What follows belongs to an exercise in optimizing a design on an open flow for a short achievable clock period and few clock cycles; a production flow would make more cautious choices.
The RTL was checked by simulation tests, not by an equivalence proof against the original design.
No activity file was given, so power comes from the tool's default toggle rates.

**flow/flow/run.sh**
```bash
#!/bin/bash
# Standard ORFS layout, with two changes to how it sizes cells: port buffers
# are real buffers (not the delay cells buffer_ports picks by default) and
# repair may swap a cell for one of another footprint.
set -euo pipefail
bash standard.sh synth > synth.log 2>&1
bash standard.sh MATCH_CELL_FOOTPRINT=0 \
  "BUFFER_PORTS_ARGS=-buffer_cell sky130_fd_sc_hd__buf_4" finish > layout.log 2>&1
```
**flow/standard.sh**
```bash
#!/bin/bash
# synth_recipe.tcl (not shown) runs the flow's synth.tcl, then flattens the netlist and writes it again
# the make line also repeats each setting of config.mk as NAME=value (left out here)
make -C /OpenROAD-flow-scripts/flow DESIGN_CONFIG=/design/flow/config.mk WORK_HOME=/design/flow/orfs CLKGATE_MAP_FILE= SYNTH_SCRIPT=/design/flow/synth_recipe.tcl "${@:-finish}"
```
**flow/config.mk**
```make
export PLATFORM = sky130hd
export DESIGN_NAME = dcacheTop
export DESIGN_NICKNAME = dcacheTop
export VERILOG_FILES = /design/flow/design.v
export SDC_FILE = /design/flow/constraint.sdc
export NUM_CORES = 4
export LEC_CHECK = 0
export CAP_MARGIN = 20
export CORE_MARGIN = 2
export CORE_UTILIZATION = 55
export SETUP_SLACK_MARGIN = 3.5
export SLEW_MARGIN = 20
```
**flow/constraint.sdc**
```tcl
create_clock -name core_clock -period 6.0 [get_ports {CLK}]
set_input_delay 1.2000 -clock core_clock [delete_from_list [all_inputs] [get_ports {CLK}]]
set_output_delay 1.2000 -clock core_clock [all_outputs]
set_load 0.01 [all_outputs]
```
**flow/design.v**
```verilog
package dcachePkg;
  typedef logic [32-1:0] memWord;
  typedef enum logic [1:0] {
    lineInvalid,
    lineShared,
    lineModified
  } lineState;
  typedef enum logic [2:0] {
    stIdle,       
    stWriteBack,  
    stFetch,      
    stUpgrade,    
    stSnoopWb,    
    stFlushScan,  
    stFlushWb,    
    stHalted      
  } ctrlState;
endpackage
import dcachePkg::*;
module dcacheTop (
  input  logic              CLK,
  input  logic              rstN,
  input  logic              dmemRen,
  input  logic              dmemWen,
  input  logic              halt,
  input  logic              memWait,
  input  logic              ccWait,
  input  logic              ccInv,
  input  dcachePkg::memWord dmemAddr,
  input  dcachePkg::memWord dmemStore,
  input  dcachePkg::memWord memLoad,
  input  dcachePkg::memWord ccSnoopAddr,
  output dcachePkg::memWord dmemLoad,
  output dcachePkg::memWord memAddr,
  output dcachePkg::memWord memStore,
  output logic              dHit,
  output logic              memRen,
  output logic              memWen,
  output logic              ccTrans,
  output logic              ccWrite,
  output logic              ccDone,
  output logic              flushed
);
  localparam int NS = 8;
  localparam int TW = 26;
  localparam int IW = 3;
  localparam int WW = 32;
  localparam int LW = WW - 3;    
  logic [TW-1:0] tagArr [0:NS-1];
  logic [WW-1:0] w0Arr  [0:NS-1];
  logic [WW-1:0] w1Arr  [0:NS-1];
  logic [NS-1:0] vld, drt;
  logic sIdle;    
  logic sDone;    
  logic sWb0;     
  logic sWb1;
  logic sRd0;     
  logic sRd1;
  logic sUpg;     
  logic sSwb0;    
  logic sSwb1;
  logic sFbeg;    
  logic sFwb0;    
  logic sFwb1;
  logic sHalt;    
  logic [IW-1:0] fIdx;                       
  logic [IW-1:0] fFirstR, fNextR;            
  logic          anyDirtyR, anyRestR;
  logic          memRenR, memWenR, ccTransR, ccWriteR;
  logic          nDHitR, nCcDoneR, nFlushedR, nCLastR, nSLastR, nFLastR;
  logic          fwdR;                       
  logic          fwd2R;                      
  logic          doStoreR, doInvR;           
  logic [WW-1:0] memAddrR, memStoreR, dLoadR;
  logic [IW-1:0] cIdx, sIdx;
  logic          cW, cpuReq;
  logic [LW-1:0] cLine, sLine;
  logic [NS-1:0] cEq, sEq;
  logic          cHit, cDirty, sHit, sDirty;
  assign cIdx   = dmemAddr[3 +: IW];
  assign sIdx   = ccSnoopAddr[3 +: IW];
  assign cW     = dmemAddr[2];
  assign cLine  = dmemAddr[WW-1:3];
  assign sLine  = ccSnoopAddr[WW-1:3];
  assign cpuReq = dmemRen | dmemWen;
  always_comb
  begin
    for (int s = 0; s < NS; s++)
    begin
      cEq[s] = ({tagArr[s], IW'(s)} == cLine);
      sEq[s] = ({tagArr[s], IW'(s)} == sLine);
    end
  end
  assign cHit   = |(cEq & vld);
  assign sHit   = |(sEq & vld);
  assign cDirty = drt[cIdx];
  assign sDirty = drt[sIdx];
  logic [NS-1:0] drtRest;
  logic [IW-1:0] fFirst, fNext;
  always_comb
  begin
    drtRest = drt;
    drtRest[fIdx] = 1'b0;
    fFirst = '0;
    fNext  = '0;
    for (int s = NS - 1; s >= 0; s--)
    begin
      if (drt[s])
        fFirst = IW'(s);
      if (drtRest[s])
        fNext = IW'(s);
    end
  end
  assign memRen   = memRenR;
  assign memWen   = memWenR;
  assign ccTrans  = ccTransR;
  assign ccWrite  = ccWriteR;
  assign memAddr  = memAddrR;
  assign memStore = memStoreR;
  assign dHit     = !(nDHitR && (memWait || nCLastR));
  assign ccDone   = !(nCcDoneR && (memWait || nSLastR));
  assign flushed  = !(nFlushedR && (memWait || nFLastR));
  assign dmemLoad[WW/2-1:0]  = ({(WW/2){fwdR}}  & memLoad[WW/2-1:0])  | dLoadR[WW/2-1:0];
  assign dmemLoad[WW-1:WW/2] = ({(WW/2){fwd2R}} & memLoad[WW-1:WW/2]) | dLoadR[WW-1:WW/2];
  logic bDone;                      
  logic iC, iS, iH;                 
  logic cKeep, cUpg, cWb, cRd, sWb;
  logic lastDone;                   
  logic fMore, fEnd;                
  assign bDone    = !memWait;
  assign iC       = sIdle && cpuReq;
  assign iS       = sIdle && !cpuReq && ccWait;
  assign iH       = sIdle && !cpuReq && !ccWait && halt;
  assign cKeep    = cHit && (dmemRen || cDirty);    
  assign cUpg     = cHit && !dmemRen && !cDirty;    
  assign cWb      = !cHit && cDirty;
  assign cRd      = !cHit && !cDirty;
  assign sWb      = sHit && sDirty;
  assign lastDone = (sRd1 || sUpg) && bDone;
  assign fMore    = sFwb1 && bDone && anyRestR;
  assign fEnd     = sFwb1 && bDone && !anyRestR;
  logic sIdleN, sDoneN, sWb0N, sWb1N, sRd0N, sRd1N, sUpgN, sSwb0N, sSwb1N;
  logic sFbegN, sFwb0N, sFwb1N, sHaltN;
  logic dHitN, ccDoneN, flushedN, cLastN, sLastN, fLastN;
  logic memRenN, memWenN, ccTransN, ccWriteN, fwdN, fwd2N;
  logic aSet, hold;                 
  logic [WW-1:0] memAddrN, memStoreN, dLoadN;
  logic [IW-1:0] fIdxN;
  always_comb
  begin
    sIdleN = (sIdle && !cpuReq && !ccWait && !halt) || sDone ||
             ((sRd1 || sUpg || sSwb1) && bDone);
    sDoneN = (iC && cKeep) || (iS && !sWb);
    sUpgN  = (iC && cUpg) || (sUpg && !bDone);
    sWb0N  = (iC && cWb) || (sWb0 && !bDone);
    sWb1N  = (sWb0 && bDone) || (sWb1 && !bDone);
    sRd0N  = (iC && cRd) || (sWb1 && bDone) || (sRd0 && !bDone);
    sRd1N  = (sRd0 && bDone) || (sRd1 && !bDone);
    sSwb0N = (iS && sWb) || (sSwb0 && !bDone);
    sSwb1N = (sSwb0 && bDone) || (sSwb1 && !bDone);
    sFbegN = iH;
    sFwb0N = (sFbeg && anyDirtyR) || fMore || (sFwb0 && !bDone);
    sFwb1N = (sFwb0 && bDone) || (sFwb1 && !bDone);
    sHaltN = (sFbeg && !anyDirtyR) || fEnd || sHalt;
    dHitN    = iC && cKeep;
    ccDoneN  = iS && !sWb;
    flushedN = !nFlushedR || (sFbeg && !anyDirtyR) || fEnd;
    cLastN   = (!nCLastR && !lastDone) || (iC && cUpg) || (sRd0 && bDone);
    sLastN   = (!nSLastR && !(sSwb1 && bDone)) || (sSwb0 && bDone);
    fLastN   = (!nFLastR && !(sFwb1 && bDone)) || (sFwb0 && bDone && !anyRestR);
    memRenN  = (memRenR && !(sRd1 && bDone)) || (iC && cRd) || (sWb1 && bDone);
    memWenN  = (memWenR && !((sWb1 || sSwb1) && bDone) && !fEnd) ||
               (iC && cWb) || (iS && sWb) || (sFbeg && anyDirtyR);
    ccTransN = (ccTransR && !lastDone) || (iC && !cKeep);
    ccWriteN = sIdle ? (cpuReq && dmemWen) : ccWriteR;
    fwdN     = (sRd0 && bDone && dmemRen && cW) || (sRd1 && !bDone && fwdR);
    fwd2N    = (((iC && cRd) || (sWb1 && bDone)) && dmemRen && cW) ||
               ((sRd0 || (sRd1 && !bDone)) && fwd2R);
    aSet = (sWb0 || sRd0 || sSwb0 || sFwb0) && bDone;    
    hold = !(iC || iS || sFbeg || fMore || (sWb1 && bDone) || aSet ||
             (sSwb0 && bDone) || (sWb0 && bDone) || (sFwb0 && bDone));
    memAddrN = ({WW{iC && cDirty}}  & {tagArr[cIdx], cIdx, 3'b000}) |
               ({WW{iC && !cDirty}} & {cLine, 3'b000}) |
               ({WW{iS}}            & {sLine, 3'b000}) |
               ({WW{sFbeg}}         & {tagArr[fFirstR], fFirstR, 3'b000}) |
               ({WW{fMore}}         & {tagArr[fNextR], fNextR, 3'b000}) |
               ({WW{sWb1 && bDone}} & {cLine, 3'b000}) |
               ({WW{aSet}}          & (memAddrR | WW'(4))) |
               ({WW{hold}}          & memAddrR);
    memStoreN = ({WW{iC}}             & w0Arr[cIdx]) |
                ({WW{iS}}             & w0Arr[sIdx]) |
                ({WW{sFbeg}}          & w0Arr[fFirstR]) |
                ({WW{fMore}}          & w0Arr[fNextR]) |
                ({WW{sWb0 && bDone}}  & w1Arr[cIdx]) |
                ({WW{sSwb0 && bDone}} & w1Arr[sIdx]) |
                ({WW{sFwb0 && bDone}} & w1Arr[fIdx]) |
                ({WW{hold || (sWb1 && bDone) || (sRd0 && bDone)}} & memStoreR);
    dLoadN = ({WW{sIdle}}                   & (cW ? w1Arr[cIdx] : w0Arr[cIdx])) |
             ({WW{sRd0 && bDone && dmemRen && !cW}} & memLoad) |
             ({WW{!sIdle && !(sRd0 && bDone)}}      & dLoadR);
    fIdxN = sFbeg ? fFirstR : (fMore ? fNextR : fIdx);
  end
  always_ff @(posedge CLK or negedge rstN)
  begin
    if (!rstN)
    begin
      sIdle     <= 1'b1;
      sDone     <= 1'b0;
      sWb0      <= 1'b0;
      sWb1      <= 1'b0;
      sRd0      <= 1'b0;
      sRd1      <= 1'b0;
      sUpg      <= 1'b0;
      sSwb0     <= 1'b0;
      sSwb1     <= 1'b0;
      sFbeg     <= 1'b0;
      sFwb0     <= 1'b0;
      sFwb1     <= 1'b0;
      sHalt     <= 1'b0;
      fIdx      <= '0;
      fFirstR   <= '0;
      fNextR    <= '0;
      anyDirtyR <= 1'b0;
      anyRestR  <= 1'b0;
      memRenR   <= 1'b0;
      memWenR   <= 1'b0;
      ccTransR  <= 1'b0;
      ccWriteR  <= 1'b0;
      nDHitR    <= 1'b1;
      nCcDoneR  <= 1'b1;
      nFlushedR <= 1'b1;
      nCLastR   <= 1'b1;
      nSLastR   <= 1'b1;
      nFLastR   <= 1'b1;
      doStoreR  <= 1'b0;
      doInvR    <= 1'b0;
    end
    else
    begin
      sIdle     <= sIdleN;
      sDone     <= sDoneN;
      sWb0      <= sWb0N;
      sWb1      <= sWb1N;
      sRd0      <= sRd0N;
      sRd1      <= sRd1N;
      sUpg      <= sUpgN;
      sSwb0     <= sSwb0N;
      sSwb1     <= sSwb1N;
      sFbeg     <= sFbegN;
      sFwb0     <= sFwb0N;
      sFwb1     <= sFwb1N;
      sHalt     <= sHaltN;
      fIdx      <= fIdxN;
      fFirstR   <= fFirst;
      fNextR    <= fNext;
      anyDirtyR <= |drt;
      anyRestR  <= |drtRest;
      memRenR   <= memRenN;
      memWenR   <= memWenN;
      ccTransR  <= ccTransN;
      ccWriteR  <= ccWriteN;
      nDHitR    <= !dHitN;
      nCcDoneR  <= !ccDoneN;
      nFlushedR <= !flushedN;
      nCLastR   <= !cLastN;
      nSLastR   <= !sLastN;
      nFLastR   <= !fLastN;
      doStoreR  <= iC && cKeep && dmemWen;
      doInvR    <= iS && !sWb && sHit && ccInv;
    end
  end
  always_ff @(posedge CLK)
  begin
    memAddrR  <= memAddrN;
    memStoreR <= memStoreN;
    dLoadR    <= dLoadN;
    fwdR      <= fwdN;
    fwd2R     <= fwd2N;
  end
  always_ff @(posedge CLK or negedge rstN)
  begin
    if (!rstN)
    begin
      vld <= '0;
      drt <= '0;
    end
    else
    begin
      if (sDone && doInvR)
        vld[sIdx] <= 1'b0;                     
      if (sWb1 && bDone)
      begin
        vld[cIdx] <= 1'b0;                     
        drt[cIdx] <= 1'b0;
      end
      if (sRd1 && bDone)
      begin
        vld[cIdx] <= 1'b1;
        drt[cIdx] <= dmemWen;
      end
      if (sUpg && bDone)
        drt[cIdx] <= 1'b1;
      if (sSwb1 && bDone)
      begin
        vld[sIdx] <= !ccInv;
        drt[sIdx] <= 1'b0;
      end
      if (sFwb1 && bDone)
        drt[fIdx] <= 1'b0;                     
    end
  end
  logic wrStore;
  assign wrStore = (sDone && doStoreR) || (sUpg && bDone);
  always_ff @(posedge CLK)
  begin
    if (sRd1 && bDone)
      tagArr[cIdx] <= dmemAddr[WW-1 -: TW];
    if ((sRd0 && bDone) || (wrStore && !cW))
      w0Arr[cIdx] <= (dmemWen && !cW) ? dmemStore : memLoad;
    if ((sRd1 && bDone) || (wrStore && cW))
      w1Arr[cIdx] <= (dmemWen && cW) ? dmemStore : memLoad;
  end
endmodule
```
==> results of run 1 <==
==> flip-flops by register name, summed over array words and instances, names as in the netlist, 8 cells and up, named ones only <==
register,count
memStoreR,32
memAddrR,32
w1Arr,256
drt,8
dLoadR,32
w0Arr,256
tagArr,208
vld,8
==> per-stage QoR <==
step                      std cells  area, um2
after floorplan                3880      53600
after global placement         5132      55600
after detailed placement       5132      55600
after CTS                      5467      63200
after global routing           5561      65000
final                          5565      65000
==> routing by layer <==
layer,track usage,part of all wire,vias to the layer above
li1,-,-,16600
met1,0.573,0.30,22000
met2,0.749,0.44,5030
met3,0.159,0.15,1560
met4,0.387,0.11,0
met5,0,0,-
==> worst max-delay path, delay by kind of cell <==
kind | cells | cell delay (ns)
compound gates | 1 | 0.23
buf+inv | 2 | 0.23
==> cell usage in the layout (no fill, tap or decap), drive strengths merged, types with 12 or more instances in the layout <==
cell type | Yosys | final
a211oi | 17 | 17
dfrtp | 44 | 44
and3 | 30 | 33
clkinv | 0 | 40
a221oi | 42 | 42
clkbuf | 129 | 150
a22o | 27 | 27
dfxtp | 98 | 98
mux4 | 427 | 427
a21o | 36 | 36
nand3b | 12 | 12
xnor2 | 28 | 28
a22oi | 281 | 281
nor2 | 134 | 134
ha | 12 | 12
buf | 213 | 530
inv | 18 | 22
a221o | 22 | 22
nand2 | 145 | 146
nor4 | 161 | 161
a21oi | 83 | 83
nand4 | 72 | 72
mux2i | 162 | 162
edfxtp | 720 | 720
nor3 | 39 | 39
o21ai | 74 | 74
xor2 | 394 | 394
bufinv | 0 | 15
mux2 | 118 | 118
o22ai | 170 | 170
nand3 | 62 | 62
==> worst paths after layout <==
path                               from           to  depth (start not counted)
setup / recovery             memLoad[0]  dmemLoad[0]                          3
min in group asynchronous          rstN       vld[4]                          1
setup reg to reg           tagArr[1][6]      memRenR                          8
max in group asynchronous          rstN    fNextR[0]                          1
hold reg to reg             memAddrR[5]  memAddrR[5]                          2
hold / removal              memAddrR[5]  memAddrR[5]                          2
==> cell type report <==
class                      instances  area, um2  share of cell area
clock inverter                    68        860              0.0132
inverter                          18        116             0.00179
tap                             1265       1580              0.0244
multi-input combinational       2656      28300               0.436
antenna                            9       22.5            0.000347
clock buffer                     115       2570              0.0395
sequential                       869      24900               0.383
timing repair buffer             565       6590               0.101
==> power breakdown <==
part	total, mW	internal (mW)	switching, mW
sequential	7.67	7.03	0.640
clock	6.45	3.74	2.71
combinational	7.39	3.55	3.84
total	21.5	14.3	7.18
==> logic make-up (layout without fill, tap and decap cells) <==
logic type	Yosys count	in the layout	synth area share
flip-flops	869	869	0.474
XOR/XNOR	422	422	0.0705
AND/OR/NAND/NOR	698	703	0.0696
adder cells (fa/ha/maj)	12	12	0.00286
AO/OA/AOI/OAI	812	812	0.110
buffers and inverters	360	766	0.0338
multiplexers	707	707	0.240
other	0	9	0
==> repair_timing <==
item / CTS / global route
gates cloned: 24 / 16
setup buffers: 128 / 73
pin swaps: 77 / 83
setup endpoints to repair: 1143 / 439
gates resized for setup: 458 / 144
==> flow_summary.yaml, run 1 <==
grt:
  grt_pass1_vias: 43900
  grt_usage: 0.490
  grt_max_degree: 64
  antenna_found_initial: 6
  overflow: 0
  grt_pass1_wl_mm: 334
synth:
  netlist_area_mm2: 0.0525
  synth-seq-cells: 869
  async_flop_share: 0.0587
  syn_inst: 3880
  synthDistinctLibCells: 75
  yosys.area.top_type: "edfxtp_1"
  synth_seq_area_share: 0.474
  synthMostInstantiatedCell: "edfxtp_1"
  ys.flop_type: "edfxtp_1"
  syn_nets: 4028
  post_synth.cell_area_avg_um2: 13.5
  synth.area.top_cells: "edfxtp_1 (41%), mux4_2 (18%), xor2_1 (6.6%)"
  synth_common_cells: "edfxtp_1 (720), mux4_2 (427), xor2_1 (394), a22oi_1 (281), o22ai_1 (169)"
  synth_edf_count: 720
  synth_top_area_share: 0.412
  yosys_warnings: 1
sta:
  max_slew_margin: 0.235
  skew_ns: 0.0430
  fin_tns_setup_ns: 0
  holdWs_ns: 0.479
  fin_ws_ns: 3.13
  rsz0062_at_grt: "yes"
  fin_crit_sh: 0.479
  hold_violations: 0
  worst_pin_slew_ns: 1.14
  fmax_ghz: 0.348
  slew_violations: 0
  period_minus_slack_ns: 2.87
  final-setup-viol-count: 0
floorplan:
  ios: 239
  die_height_um: 313
  coreArea_mm2: 0.0947
  initial_utilization: 0.554
  die_x_um: 313
  die-area_mm2: 0.0979
  rows: 113
worst_setup_path:
  worstPathArrival_ns: 1.67
  critical-path-max-stage-delay_ns: 0.23
  crit_fanout: 2
  startpoint_type: "input port"
  slowest_stage: "a21o_4"
  required_ns: 4.80
  path_class: "in -> out"
  cp_cell_sequence: "buf_12 -> a21o_4 -> buf_6"
  r2r_setup_slack_ns: 3.38
  cp-end-kind: "output pin"
placed_design:
  place_ws_ns: 1.68
  place_hpwl_mm: 141
  routabilityCongestion: 1.06
  port-buffer-count: 233
finish:
  fin_nets: 4355
  num-fill-cells: 6368
  drive_gt1_frac: 0.376
  syn_to_final_growth_pct: 23.9
  fin_util: 0.686
run_status:
  status: "no timing/DRC/antenna violations"
detailed_routing:
  drc: 0
  drtIter0Drc: 8256
  antenna_left: 0
  routedWlPerCell_um: 44.9
  vias: 45100
  drt-total-wl_mm: 250
  firstDrtPassIters: 10
  via_per_inst: 8.11
clock_tree:
  cts_hold_buf: 0
  clock_sinks: 869
  numCtsBuffers: 97
  clockRootBuffer: "clkbuf_16"
  cts_tree: "built"
  clk_latency_ns: 0.72
  cts.path.max_buffers: 3
  clkTransAtPathRegs_ns: 0.07
  htreeDepth: 3
power:
  powerDensity_mw_per_mm2: 331
  total_power_mw: 21.5
  irDropWorstVdd_mv: 0.351
  leakagePower_nw: 22.0
hold_path:
  hold_class: "reg -> reg"
flow_run:
  max_cap_viol_count: 0
Testbench counts, summed over its fixed seeds: cycles 12,828.
==> run 2, diff against run 1 <==
--- a/flow/design.v
+++ b/flow/design.v
@@ -71,7 +71,7 @@
   logic          fwdR;                       
   logic          fwd2R;                      
   logic          doStoreR, doInvR;           
-  logic [WW-1:0] memAddrR, memStoreR, dLoadR;
+  logic [WW-1:0] memAddrR, memStoreR, nDLoadR;    
   logic [IW-1:0] cIdx, sIdx;
   logic          cW, cpuReq;
   logic [LW-1:0] cLine, sLine;
@@ -120,8 +120,8 @@
   assign dHit     = !(nDHitR && (memWait || nCLastR));
   assign ccDone   = !(nCcDoneR && (memWait || nSLastR));
   assign flushed  = !(nFlushedR && (memWait || nFLastR));
-  assign dmemLoad[WW/2-1:0]  = ({(WW/2){fwdR}}  & memLoad[WW/2-1:0])  | dLoadR[WW/2-1:0];
-  assign dmemLoad[WW-1:WW/2] = ({(WW/2){fwd2R}} & memLoad[WW-1:WW/2]) | dLoadR[WW-1:WW/2];
+  assign dmemLoad[WW/2-1:0]  = ~(~({(WW/2){fwdR}}  & memLoad[WW/2-1:0])  & nDLoadR[WW/2-1:0]);
+  assign dmemLoad[WW-1:WW/2] = ~(~({(WW/2){fwd2R}} & memLoad[WW-1:WW/2]) & nDLoadR[WW-1:WW/2]);
   logic bDone;                      
   logic iC, iS, iH;                 
   logic cKeep, cUpg, cWb, cRd, sWb;
@@ -197,7 +197,7 @@
                 ({WW{hold || (sWb1 && bDone) || (sRd0 && bDone)}} & memStoreR);
     dLoadN = ({WW{sIdle}}                   & (cW ? w1Arr[cIdx] : w0Arr[cIdx])) |
              ({WW{sRd0 && bDone && dmemRen && !cW}} & memLoad) |
-             ({WW{!sIdle && !(sRd0 && bDone)}}      & dLoadR);
+             ({WW{!sIdle && !(sRd0 && bDone)}}      & ~nDLoadR);
     fIdxN = sFbeg ? fFirstR : (fMore ? fNextR : fIdx);
   end
   always_ff @(posedge CLK or negedge rstN)
@@ -273,7 +273,7 @@
   begin
     memAddrR  <= memAddrN;
     memStoreR <= memStoreN;
-    dLoadR    <= dLoadN;
+    nDLoadR   <= ~dLoadN;
     fwdR      <= fwdN;
     fwd2R     <= fwd2N;
   end
--- a/flow/config.mk
+++ b/flow/config.mk
@@ -7,6 +7,6 @@
 export LEC_CHECK = 0
 export CAP_MARGIN = 20
 export CORE_MARGIN = 2
-export CORE_UTILIZATION = 55
+export CORE_UTILIZATION = 65
 export SETUP_SLACK_MARGIN = 3.5
 export SLEW_MARGIN = 20
==> run 2 against run 1 <==
The flow now stops in global routing. Synthesized area shrank 0.60%. Synthesized cell count is essentially flat.
==> flow_summary.yaml, run 2 <==
clock_tree:
  clockRootBuffer: "clkbuf_16"
  clock_sinks: 869
  htreeDepth: 3
  cts.path.max_buffers: 3
  cts_hold_buf: 0
  numCtsBuffers: 91
synth:
  netlist_area_mm2: 0.0521
  syn_inst: 3882
  synth_common_cells: "edfxtp_1 (720), mux4_2 (427), xor2_1 (405), nand2_1 (269), a22oi_1 (245)"
  synthMostInstantiatedCell: "edfxtp_1"
  post_synth.cell_area_avg_um2: 13.4
  synth_edf_count: 720
  yosys_warnings: 1
  synth_seq_area_share: 0.477
  async_flop_share: 0.0587
  synth-seq-cells: 869
  syn_nets: 4030
  synth_top_area_share: 0.415
  synthDistinctLibCells: 67
  ys.flop_type: "edfxtp_1"
  synth.area.top_cells: "edfxtp_1 (41%), mux4_2 (18%), xor2_1 (6.8%)"
  yosys.area.top_type: "edfxtp_1"
grt:
  grt_max_degree: 56
  overflow: 659
  grt_usage: 0.869
floorplan:
  initial_utilization: 0.658
  die_x_um: 287
  die_height_um: 287
  rows: 103
  ios: 239
placed_design:
  routabilityCongestion: 1.10
  place_hpwl_mm: 144
  port-buffer-count: 233
run_status:
  status: "aborted with a tool error"
  firstError: "[ERROR GRT-0232] Routing congestion too high. Check the congestion heatmap in the GUI."
  lastStage: "global routing"
[run 2: cells by family after synthesis]
group           count (synthesis)  share of synthesized area
flops                         869                      0.477
simple gates                  792                     0.0758
compound gates                727                      0.104
mux                           706                      0.240
xor+xnor                      422                     0.0709
buf+inv                       354                     0.0297
fa+ha+maj                      12                    0.00288
[run 2: worst min path at each step]
stage	slack (ns)	endpoint	from	cells past startpoint
4_1_cts	0.47	memAddrR[1]	memAddrR[1]	1
3_3_place_gp	0.43	memStoreR[0]	memStoreR[0]	2
3_5_place_dp	0.43	memStoreR[0]	memStoreR[0]	2
2_1_floorplan	0.46	memStoreR[0]	memStoreR[0]	2
[run 2: through the flow]
step	std cells	area (um2)	worst slack (ns)	hold slack (ns)	utilization
3_3_place_gp	4935	56000	1.48	0.434	0.706
4_1_cts	5317	63300	3.10	0.468	0.798
3_5_place_dp	4940	56100	1.41	0.430	0.708
2_1_floorplan	3882	53800	2.99	0.463	-
[run 2: what timing repair did]
action                                  4_1_cts
cloned                                       38
endpoints found under the hold margin         0
buffers inserted                            169
endpoints found under the setup margin     1124
gates resized for setup                     336
pin swaps                                   119
[run 2: metal layers]
layer / overflow / GRT usage
met1: 68 / 0.876
met2: 284 / 0.957
met3: 87 / 0.805
met4: 212 / 0.828
met5: 8 / 0.599
[run 2: power groups by stage]
| stage | combinational [mW] | clock, mW | sequential (mW) |
|---|---|---|---|
| 4_1_cts | 6.96 | 5.84 | 7.69 |
| 3_3_place_gp | 5.58 | 0 | 8.04 |
| 2_1_floorplan | 4.25 | 0 | 7.49 |
| 3_5_place_dp | 5.81 | 0 | 8.07 |
Testbench counts of run 2, summed over its fixed seeds: cycles 12,828.
==> run 3, diff against run 2 <==
--- a/flow/config.mk
+++ b/flow/config.mk
@@ -7,6 +7,6 @@
 export LEC_CHECK = 0
 export CAP_MARGIN = 20
 export CORE_MARGIN = 2
-export CORE_UTILIZATION = 65
+export CORE_UTILIZATION = 55
 export SETUP_SLACK_MARGIN = 3.5
 export SLEW_MARGIN = 20
==> run 3 against run 2 <==
Synthesized area did not move. Now clean on timing, DRC and antenna. Synthesized cell count is the same.
==> flow_summary.yaml, run 3 <==
sta:
  skew_ns: 0.0249
  final-setup-viol-count: 0
  period_minus_slack_ns: 2.90
  rsz0062_at_grt: "yes"
  worst_pin_slew_ns: 1.31
  fin_crit_sh: 0.484
  hold_violations: 0
  fin_tns_setup_ns: 0
  holdWs_ns: 0.459
  max_slew_margin: 0.125
  fmax_ghz: 0.344
  slew_violations: 0
detailed_routing:
  drtIter0Drc: 10800
  via_per_inst: 8.46
  routedWlPerCell_um: 47.0
  drt-total-wl_mm: 267
  antenna_left: 0
  firstDrtPassIters: 12
  drc: 0
  vias: 48100
floorplan:
  die_x_um: 312
  die_height_um: 312
  ios: 239
  initial_utilization: 0.557
  coreArea_mm2: 0.0936
  rows: 112
  die-area_mm2: 0.0973
finish:
  fin_cells: 5693
  layout_common_cells: "edfxtp_1 (720), mux4_2 (427), buf_4 (411)"
  fin_nets: 4496
  fin_area_mm2: 0.0675
  largestRegisters: "w0Arr (256), w1Arr (256), tagArr (208)"
  syn_to_final_growth_pct: 29.5
  drive_gt1_frac: 0.430
  final_common_cell: "edfxtp_1"
  num-fill-cells: 5774
power:
  irDropWorstVdd_mv: 0.410
  leakagePower_nw: 23.1
  powerDensity_mw_per_mm2: 323
worst_setup_path:
  critical-path-max-stage-delay_ns: 0.55
  startpoint_type: "register"
  required_ns: 4.80
  slowest_stage: "dfxtp_4"
  worstPathArrival_ns: 1.70
  path_class: "reg -> out"
  cp_cell_sequence: "buf_12 -> nand2_8 -> nand2_4 -> buf_6"
  cp-end-kind: "output pin"
  critical_path.top_delay_family: "flip-flops"
  cp_num_buf_inv: 2
  crit_fanout: 7
clock_tree:
  clock_sinks: 869
  numCtsBuffers: 96
  clkTransAtPathRegs_ns: 0.06
  cts_hold_buf: 0
  htreeDepth: 3
  cts.path.max_buffers: 3
  clk_latency_ns: 0.72
  clockRootBuffer: "clkbuf_16"
  cts_tree: "built"
synth:
  async_flop_share: 0.0587
  post_synth.cell_area_avg_um2: 13.4
  synth.area.top_cells: "edfxtp_1 (41%), mux4_2 (18%), xor2_1 (6.8%)"
  synth-seq-cells: 869
  syn_nets: 4030
  synth_top_area_share: 0.415
  yosys_warnings: 1
  synth_common_cells: "edfxtp_1 (720), mux4_2 (427), xor2_1 (405), nand2_1 (269), a22oi_1 (245)"
  synth_edf_count: 720
  syn_inst: 3882
  netlist_area_mm2: 0.0521
  yosys.area.top_type: "edfxtp_1"
  synth_seq_area_share: 0.477
  synthMostInstantiatedCell: "edfxtp_1"
  synthDistinctLibCells: 67
  ys.flop_type: "edfxtp_1"
run_status:
  status: "no timing/DRC/antenna violations"
grt:
  antenna_found_initial: 18
  grt_usage: 0.495
  overflow: 0
  grt_max_degree: 54
  grt_pass1_wl_mm: 337
  grt_pass1_vias: 44200
placed_design:
  port-buffer-count: 233
  place_hpwl_mm: 149
  place_area_mm2: 0.0563
  routabilityCongestion: 1.08
  placedCellCount: 5154
flow_run:
  max_cap_viol_count: 0
hold_path:
  hold_class: "reg -> reg"
[run 3: layer usage]
metal / routed length [um] / vias up / track usage / share of wire
met5: 577 / - / 0 / 0.0022
met4: 27500 / 32 / 0.334 / 0.10
met3: 50700 / 1939 / 0.223 / 0.19
met2: 107000 / 5937 / 0.704 / 0.40
met1: 81400 / 23300 / 0.606 / 0.30
li1: - / 16900 / - / -
[run 3: worst min-delay path, cell delays in order, from the launching register on]
cell     delay [ns]
dfxtp_1        0.31
nand2_1        0.05
nand2_1        0.05
[run 3: metrics by stage]
step | power [mW] | setup slack, ns | util
final | 21.8 | 3.10 | 0.721
after global routing | 22.1 | 3.09 | 0.721
after CTS | 20.7 | 3.12 | 0.676
after floorplan | 11.7 | 2.99 | -
after detailed placement | 13.9 | 1.50 | 0.602
after global placement | 13.7 | 1.58 | 0.602
[run 3: logic make-up after synthesis]
family	count (synthesis)	synth area share
AOI/OAI and AO/OA	727	0.104
xor gates and xnor gates	422	0.0709
adders and majority gates	12	0.00288
buffers and inverters	354	0.0297
DFF	869	0.477
muxes	706	0.240
and+or+nand+nor	792	0.0758
[run 3: path summary, 6_finish.rpt]
path | slack (ns) | from | cells after the start | endpoint
min in group asynchronous | 0.52 | rstN | 1 | ccWriteR
max reg2reg | 3.32 | sFbeg | 6 | memStoreR[6]
max in group asynchronous | 4.92 | rstN | 1 | fNextR[2]
min | 0.46 | memStoreR[11] | 2 | memStoreR[11]
min reg2reg | 0.46 | memStoreR[11] | 2 | memStoreR[11]
max | 3.10 | fwdR | 4 | dmemLoad[1]
[run 3: final cells by class]
| class | instances | area [um2] | area share |
|---|---|---|---|
| timing repair inverter | 1 | 7.51 | 0.000111 |
| timing repair buffer | 693 | 7930 | 0.117 |
| multi-input combinational | 2671 | 29600 | 0.439 |
| clock buffer | 126 | 2670 | 0.0395 |
| inverter | 16 | 90.1 | 0.00133 |
| sequential | 869 | 24900 | 0.369 |
| clock inverter | 52 | 681 | 0.0101 |
| antenna | 11 | 27.5 | 0.000408 |
| tap | 1254 | 1570 | 0.0232 |
[run 3: power by group]
group          leakage [nW]  switching, mW  internal, mW  total (mW)
clock                  1.62           2.69          3.70        6.39
sequential             7.93          0.711          7.03        7.74
combinational          13.5           4.04          3.61        7.66
total                  23.1           7.44          14.3        21.8
[run 3: timing repair]
action,in CTS,in global routing
pin swaps,106,205
cloned,24,38
setup buffers,150,138
setup endpoints to repair,787,424
gates resized for setup,334,411

afterwards: timing with drivers on the ports:
In the flow no input, the clock included, has a driving cell. The finished layouts below were timed again as built, in two steps.
Step 1 (the two cells are an assumption about what drives the block):
set clk [get_ports {CLK}]
set_driving_cell -lib_cell sky130_fd_sc_hd__clkbuf_16 $clk
set_driving_cell -lib_cell sky130_fd_sc_hd__buf_2 [delete_from_list [all_inputs] $clk]
Step 2 adds t to the input delays and takes it off the output delays; t is the mean of the earliest and latest rising clock arrival at the registers after step 1. Input paths then give back, and output paths get back, about the clock's delay inside the block.
Three values: no drivers, after step 1, after step 2; two values: the first two.
run	t, ns	slack for setup (ns)	hold slack, ns	worst data-port slew with drivers (ns)
run 1	0.776	3.128 / 3.060 / 2.374	0.479 / 0.479 / 0.479	0.43
run 3	0.788	3.095 / 3.017 / 2.356	0.459 / 0.459 / 0.459	0.42
After both steps every run listed still meets setup and hold. The setup slack of run 1, which loses most, moves by -0.068 ns with the drivers and by -0.754 ns with both steps.
